This is an optimization exercise on Yosys and OpenROAD, whose aim is small area and a short achievable clock period, not a production implementation.
The RTL was checked by simulation tests, not by an equivalence proof against the original design.
Power figures rest on the tool's default switching activity, not on a simulated workload.

Design array_multiplier, start of the top module:
module array_multiplier (
	input  logic                     clk,
	input  logic                     reset,
	input  logic                     in_valid,
	input  mult_sizes_pkg::operand_t x,
	input  mult_sizes_pkg::operand_t y,
	output logic                     product_valid,
	output mult_sizes_pkg::product_t product
);
Settings: LEC_CHECK=0, CAP_MARGIN=20, CORE_MARGIN=2, CORE_UTILIZATION=40, SLEW_MARGIN=20, SYNTH_HIERARCHICAL=1; clock period 6.0 ns.
standard.sh (not shown) runs the stock make flow with config.mk's settings and CLKGATE_MAP_FILE= SYNTH_SCRIPT=/design/flow/synth_recipe.tcl, a recipe that flattens the netlist after the stock synthesis.
==> flow/flow/run.sh <==
#!/bin/bash
# Layout flow: the standard ORFS flow (standard.sh, unchanged synthesis),
# with smaller port buffers and a clock tree built from clkbuf_8 without
# dummy loads. Each tool's output goes to a log file in this folder.
set -euo pipefail
export BUFFER_PORTS_ARGS="-buffer_cell sky130_fd_sc_hd__buf_1"
export CTS_ARGS="-sink_clustering_enable -repair_clock_nets -buf_list sky130_fd_sc_hd__clkbuf_8 -dont_use_dummy_load"
bash standard.sh finish > flow_make.log 2>&1
The baseline completed with no timing, DRC or antenna violations.
Edit:
- SETUP_SLACK_MARGIN: unset -> 2.6
Clock-buffer cell count does not change.
Die area stays the same.
Global-route usage came out higher by 0.60 points.
First-iteration DRC count rises by 19%.
Fmax rises by 12%.
Sequential power is about the same.
Edit:
- SETUP_SLACK_MARGIN: 2.6 -> 3.0
Effect: The new run finished clean. Wire length goes up by 2.1%. Global-route usage barely changes. Via count climbs by 0.83%. Worst setup slack gains 0.34 ns. Register-to-register slack is better by 0.27 ns. Fmax grows by 11%. Critical path depth is higher by 1. Power grows by 5.8%. Area after synthesis stays the same. Hold slack gets better by 0.022 ns.


Another version of the RTL of array_multiplier (not shown whole).
For scale: roughly 900 cells after synthesis, about 220 flip-flops, about 68 I/O pins, ~0.011 sq mm of cells after synthesis.
Design array_multiplier, start of the top module:
module array_multiplier (
	input  logic                     clk,
	input  logic                     reset,
	input  logic                     in_valid,
	input  mult_sizes_pkg::operand_t x,
	input  mult_sizes_pkg::operand_t y,
	output logic                     product_valid,
	output mult_sizes_pkg::product_t product
);
	logic r866;
	logic r867;
	logic r868;
	logic r869;
	logic r870;
	logic r871;
	logic r872;
	logic r873;
	logic r874;
	logic r875;
	logic r876;
	logic r877;
	logic r878;
	logic r879;
	logic r880;
	logic r881;
	logic r882;
	logic r883;
	logic r884;
	logic r885;
	logic r886;
	logic r887;
	logic r888;
	logic r889;
	logic r890;
	logic r891;
	logic r892;
	logic r893;
	logic r894;
	logic r895;
	logic r896;
	logic r897;
	logic r898;
	logic r899;
	logic r900;
	logic r901;
	logic r902;
	logic r903;
	logic r904;
	logic r905;
	logic r906;
	logic r907;
	logic r908;
	logic r909;
	logic r910;
	logic r911;
	logic r912;
	logic r913;
  ...
export LEC_CHECK = 0
export CAP_MARGIN = 20
export CORE_MARGIN = 2
export CORE_UTILIZATION = 55
export PLACE_DENSITY = 0.7
export SETUP_SLACK_MARGIN = 3.7
export SLEW_MARGIN = 20
export SYNTH_HIERARCHICAL = 1
create_clock -name core_clock -period 6.0 [get_ports {clk}]
==> flow/flow/run.sh <==
#!/bin/bash
# Layout flow: the standard ORFS flow (standard.sh, unchanged synthesis),
# with smaller port buffers and a clock tree built from clkbuf_8 without
# dummy loads. Each tool's output goes to a log file in this folder.
set -euo pipefail
export BUFFER_PORTS_ARGS="-buffer_cell sky130_fd_sc_hd__buf_1"
export CTS_ARGS="-sink_clustering_enable -repair_clock_nets -sink_clustering_size 12 -sink_clustering_max_diameter 60 -buf_list sky130_fd_sc_hd__clkbuf_8 -dont_use_dummy_load"
bash standard.sh finish > flow_make.log 2>&1
The first run passed the timing, design-rule and antenna checks.
Rerun with:
Settings changed: CORE_UTILIZATION 55 to 40, PLACE_DENSITY 0.7 to not set, SETUP_SLACK_MARGIN 3.7 to 3.75.
Outcome: The new run finished with timing, DRC and antenna clean; combinational power climbs by about 2%; power rises by 1.9%; wire length climbs by 5.5%; hold slack got worse by 0.0062 ns; non-clock buffer count goes up by 24; design area went up by 3.5%; first-iteration DRC count shrinks by 18%; maximum frequency fell by 0.89%.
Rerun with:
Settings changed: SETUP_SLACK_MARGIN 3.75 to 3.7.
The new run completed with no timing, DRC or antenna violations.
Worst hold slack is better by 0.0066 ns.
Total power falls by 0.93%.
Count of clock-buffer cells in the layout falls by 1.
Die area does not change.
Cell area falls by 1.4%.
Maximum frequency rises by 0.55%.
Synthesized area is unchanged.


== build 11 ==
Another version of the RTL of array_multiplier (not shown whole).
Size in the first run: ~840 cells after synthesis, about 150 flip-flops, about 9500 um2 of cells after synthesis.
export LEC_CHECK = 0
export CAP_MARGIN = 20
export CORE_MARGIN = 2
export CORE_UTILIZATION = 40
export SETUP_SLACK_MARGIN = 2.9
export SLEW_MARGIN = 20
export SYNTH_HIERARCHICAL = 1
create_clock -name core_clock -period 6.0 [get_ports {clk}]
==> flow/flow/run.sh <==
#!/bin/bash
# Layout flow: the standard ORFS flow (standard.sh, unchanged synthesis),
# with smaller port buffers and a clock tree built from clkbuf_8 without
# dummy loads. Each tool's output goes to a log file in this folder.
set -euo pipefail
export BUFFER_PORTS_ARGS="-buffer_cell sky130_fd_sc_hd__buf_1"
export CTS_ARGS="-sink_clustering_enable -repair_clock_nets -buf_list sky130_fd_sc_hd__clkbuf_8 -dont_use_dummy_load"
bash standard.sh finish > flow_make.log 2>&1
#### Input delta (build 14 over build 11)
Settings: SETUP_SLACK_MARGIN: 2.9 -> 3.0.
==> comparison <==
Number of logic stages on the critical path including buffering ends up lower on build 11.
Power was higher in build 14 than in build 11.
Run comparison: build 11 slowest library cell on the worst path sky130_fd_sc_hd__fa_1; build 14 slowest library cell on the worst path sky130_fd_sc_hd__fa_2
Diff build 14..build 11 | share of the synthesized area in compound gates (AO/OA/AOI/OAI) | unchanged
Time the worst path needs with I/O delays and setup for build 14 is lower than for build 11.
Placement-stage cell area: higher on build 14
Relative to build 11, worst setup slack increased by 60 ps in build 14.
Between build 11 and build 14, the static leakage is lower for build 11.
Looking at build 11 and build 14, the antenna diode count is a wash.
Modified inputs, build 61 compared to build 14
Settings: a change of SETUP_SLACK_MARGIN from 3.0 to 2.8.
Build 61 does worse than build 14 on setup slack.
Diff build 14 -> build 61 | sequential share of layout area | increase of 0.93 points
There was hardly any difference in post-synthesis instance total between build 14 and build 61.
Lower first-pass GRT wire length was reported by build 61, not build 14.
Going from build 14 to build 61, share of power burned in combinational logic has decreased, total congestion overflow after global routing has remained practically unchanged, area of combinational cells with multiple inputs has decreased.
Compared with build 14, final RePlAce weighted congestion in build 61 increased by a few percent.


harbor:
array_multiplier, a different RTL version from the one above (not shown whole).
For scale: about 130 flip-flops, ~68 I/O pins, about 9000 µm² of cells after synthesis.
export LEC_CHECK = 0
export CAP_MARGIN = 20
export CORE_MARGIN = 2
export CORE_UTILIZATION = 40
export SETUP_SLACK_MARGIN = 2.95
export SLEW_MARGIN = 20
export SYNTH_HIERARCHICAL = 1
create_clock -name core_clock -period 6.0 [get_ports {clk}]
Scripts as last shown in full above: flow/flow/run.sh
harbor | stages: all done | timing, DRC, antenna: all pass
## Diff of input files: lagoon against harbor
- swapping 2.95 for 2.8 in SETUP_SLACK_MARGIN
Findings:
- No stage failed in lagoon, and the final checks on the layout all came back clean.
- Average detailed-routed wire length per instance (lagoon over harbor): increase, 0.58%
- Net switching power of the design, lagoon and harbor: smaller value in lagoon
- Summary of lagoon over harbor: share of total power in combinational logic fell 0.8 points; global-route usage about even; proportion of final cell area spent on non-clock buffers fell 2.6 points.
- Going from harbor to lagoon, setup slack lower; maximum frequency lower.
- Changes observed in lagoon relative to harbor: sum of net half-perimeters after detailed placement climbed 83 µm; clock network fraction of design power +0.2 points.
Input-level comparison between garnet and lagoon:
- swapping 2.8 for 2.85 in SETUP_SLACK_MARGIN
==> run summary <==
- Going from lagoon to garnet, largest voltage drop on the vdd net shrank by a few percent.
- On garnet: wire length per cell is 0.069 µm higher than what lagoon gave.
- Per the comparison of garnet with lagoon, combinational share of power rose 0.4 points; routability congestion estimate from global placement went down 0.031.
- Looking at core utilization, garnet sits 0.28 points higher than lagoon does.
- Between garnet and lagoon, fmax is higher for garnet, lagoon comes in under that.
- The wire length of the first global-routing pass of garnet and that of lagoon are within noise of each other.


== oak ==
array_multiplier, a different RTL version from the one above (not shown whole).
Size in the first run: ~890 cells after synthesis, about 220 flip-flops, ~68 I/O pins, ~0.011 sq mm of cells after synthesis.
export LEC_CHECK = 0
export CAP_MARGIN = 20
export CORE_MARGIN = 2
export CORE_UTILIZATION = 55
export PLACE_DENSITY = 0.7
export SETUP_SLACK_MARGIN = 3.74
export SLEW_MARGIN = 20
export SYNTH_HIERARCHICAL = 1
create_clock -name core_clock -period 6.0 [get_ports {clk}]
==> flow/flow/run.sh <==
#!/bin/bash
# Layout flow: the standard ORFS flow (standard.sh, unchanged synthesis),
# with smaller port buffers and a clock tree built from clkbuf_8 without
# dummy loads. Each tool's output goes to a log file in this folder.
set -euo pipefail
export BUFFER_PORTS_ARGS="-buffer_cell sky130_fd_sc_hd__buf_1"
export CTS_ARGS="-sink_clustering_enable -repair_clock_nets -sink_clustering_size 12 -sink_clustering_max_diameter 60 -buf_list sky130_fd_sc_hd__clkbuf_8 -dont_use_dummy_load"
bash standard.sh finish > flow_make.log 2>&1
Input-level comparison between pine and oak:
diff --git a/flow/config.mk b/flow/config.mk
--- a/flow/config.mk
+++ b/flow/config.mk
@@ -10,3 +10,3 @@
-export CORE_UTILIZATION = 55
-export PLACE_DENSITY = 0.7
-export SETUP_SLACK_MARGIN = 3.74
+export CORE_UTILIZATION = 60
+export PLACE_DENSITY = 0.75
+export SETUP_SLACK_MARGIN = 3.72
Notes after the runs:
- Summary: final HPWL from detailed placement, pine better than oak
- Cmp oak and pine / aggregate global-route resource usage / higher: pine
- Row combinational group share of total power: pine higher / oak lower
- Fraction of area in multi-input gates up 0.53 points in pine wrt oak
- Summary of the comparison: layout-stage area growth over the synthesis result is lower in pine, relative to oak.
- Die area shrinks by a little under 10% when moving from oak to pine.
- Total power draw in pine is 0.027 mW higher than in oak
- pine — core box area about 8% lower, oak as reference
- pine — total buffers and inverters traversed by the critical path 1 higher, oak as reference
- Cmp pine vs oak: share of final-layout standard cells stronger than drive strength 1 lower in pine
--- input diff pine..birch ---
diff --git a/flow/config.mk b/flow/config.mk
--- a/flow/config.mk
+++ b/flow/config.mk
@@ -10,3 +10,3 @@
-export CORE_UTILIZATION = 60
-export PLACE_DENSITY = 0.75
-export SETUP_SLACK_MARGIN = 3.72
+export CORE_UTILIZATION = 55
+export PLACE_DENSITY = 0.7
+export SETUP_SLACK_MARGIN = 3.68
Results
pine → birch: clock power share has increased; final cell count has increased; path depth of the worst reg2reg path has decreased; pin slew with the least headroom to its limit has increased. More vias were needed by pine than by birch. The final reports for birch and pine show wire length per cell after detailed routing lower in the former.
diff inputs: birch => maple
diff --git a/flow/config.mk b/flow/config.mk
--- a/flow/config.mk
+++ b/flow/config.mk
@@ -12 +12 @@
-export SETUP_SLACK_MARGIN = 3.68
+export SETUP_SLACK_MARGIN = 3.76
--- outcome ---
- Share of total power in combinational logic (lower): birch
- birch → maple: via count increased by about 7% relative to the old numbers; ratio of final minimum period to clock period decreased by 0.22 points relative to the old numbers; number of cell instances on the worst register-to-register path increased by 1 relative to the old numbers.
- Switching power | maple above birch
For cedar, these inputs were changed with respect to maple:
diff --git a/flow/flow/run.sh b/flow/flow/run.sh
--- a/flow/flow/run.sh
+++ b/flow/flow/run.sh
@@ -7 +7 @@
-export CTS_ARGS="-sink_clustering_enable -repair_clock_nets -sink_clustering_size 12 -sink_clustering_max_diameter 60 -buf_list sky130_fd_sc_hd__clkbuf_8 -dont_use_dummy_load"
+export CTS_ARGS="-sink_clustering_enable -repair_clock_nets -sink_clustering_size 15 -sink_clustering_max_diameter 80 -buf_list sky130_fd_sc_hd__clkbuf_8 -dont_use_dummy_load"
diff --git a/flow/config.mk b/flow/config.mk
--- a/flow/config.mk
+++ b/flow/config.mk
@@ -12 +12 @@
-export SETUP_SLACK_MARGIN = 3.76
+export SETUP_SLACK_MARGIN = 3.72
Findings:
- On total design power, the higher figure sits with maple, not cedar.
- On wire length, maple loses to cedar.
- cedar went all the way through synthesis, placement and routing and the layout is clean on timing, DRC and antenna.
- Re total negative setup slack: no difference whatsoever between cedar and maple.
- On cedar: buffer count excluding the clock tree in the final layout is 37 lower than what maple gave.
- met1 track demand over resource ends up higher on maple.
- Worst setup slack ends up lower on maple.

separate check: timing with driven ports:
No port has a modelled driver above. Below, the same layouts with a new extraction and two added sets of constraints.
Step 1 (the two cells are an assumption about what drives the block):
set clk [get_ports {clk}]
set_driving_cell -lib_cell sky130_fd_sc_hd__clkbuf_16 $clk
set_driving_cell -lib_cell sky130_fd_sc_hd__buf_2 [delete_from_list [all_inputs] $clk]
Step 2 adds t to the input delays and takes it off the output delays; t is the mean of the earliest and latest rising clock arrival at the registers after step 1. Input paths then give back, and output paths get back, about the clock's delay inside the block.
a / b / c = ideal / step 1 / step 2; a / b = the first two.
run	shift t [ns]	slack for setup (ns)	hold WS [ns]	worst setup path at the end	pins driven straight from the clock port
the first run of note 1	0.471	2.255 / 2.271 / 1.800	0.325 / 0.325 / 0.325	input to register	1
the second run of note 1	0.489	2.653 / 2.673 / 2.184	0.297 / 0.297 / 0.297	input to register	1
the third run of note 1	0.490	2.994 / 2.995 / 2.506	0.319 / 0.319 / 0.319	input to register	1
the first run of note 2	0.555	3.748 / 3.729 / 3.748	0.328 / 0.328 / 0.328	register to register	1
the second run of note 2	0.577	3.728 / 3.720 / 3.728	0.321 / 0.321 / 0.321	register to register	1
the third run of note 2	0.587	3.740 / 3.716 / 3.740	0.328 / 0.328 / 0.328	register to register	1
build 11	0.472	2.933 / 2.949 / 2.478	0.334 / 0.334 / 0.334	input to register	1
build 14	0.483	2.993 / 3.003 / 2.520	0.326 / 0.326 / 0.326	input to register	1
build 61	0.476	2.855 / 2.875 / 2.399	0.340 / 0.340 / 0.340	input to register	1
harbor	0.475	2.929 / 2.903 / 2.428	0.325 / 0.325 / 0.325	input to register	1
lagoon	0.471	2.835 / 2.850 / 2.380	0.325 / 0.325 / 0.325	input to register	1
garnet	0.467	2.864 / 2.877 / 2.410	0.327 / 0.327 / 0.327	input to register	1
oak	0.561	3.739 / 3.739 / 3.739	0.327 / 0.327 / 0.327	register to register	1
pine	0.561	3.696 / 3.696 / 3.696	0.302 / 0.302 / 0.302	register to register	1
birch	0.549	3.726 / 3.726 / 3.726	0.331 / 0.331 / 0.331	register to register	1
maple	0.576	3.739 / 3.739 / 3.739	0.313 / 0.313 / 0.313	register to register	1
cedar	0.544	3.755 / 3.755 / 3.755	0.303 / 0.303 / 0.303	register to register	1
After both steps every run listed still meets setup and hold. The setup slack of harbor, which loses most, moves by -0.026 ns with the drivers and by -0.501 ns with both steps.
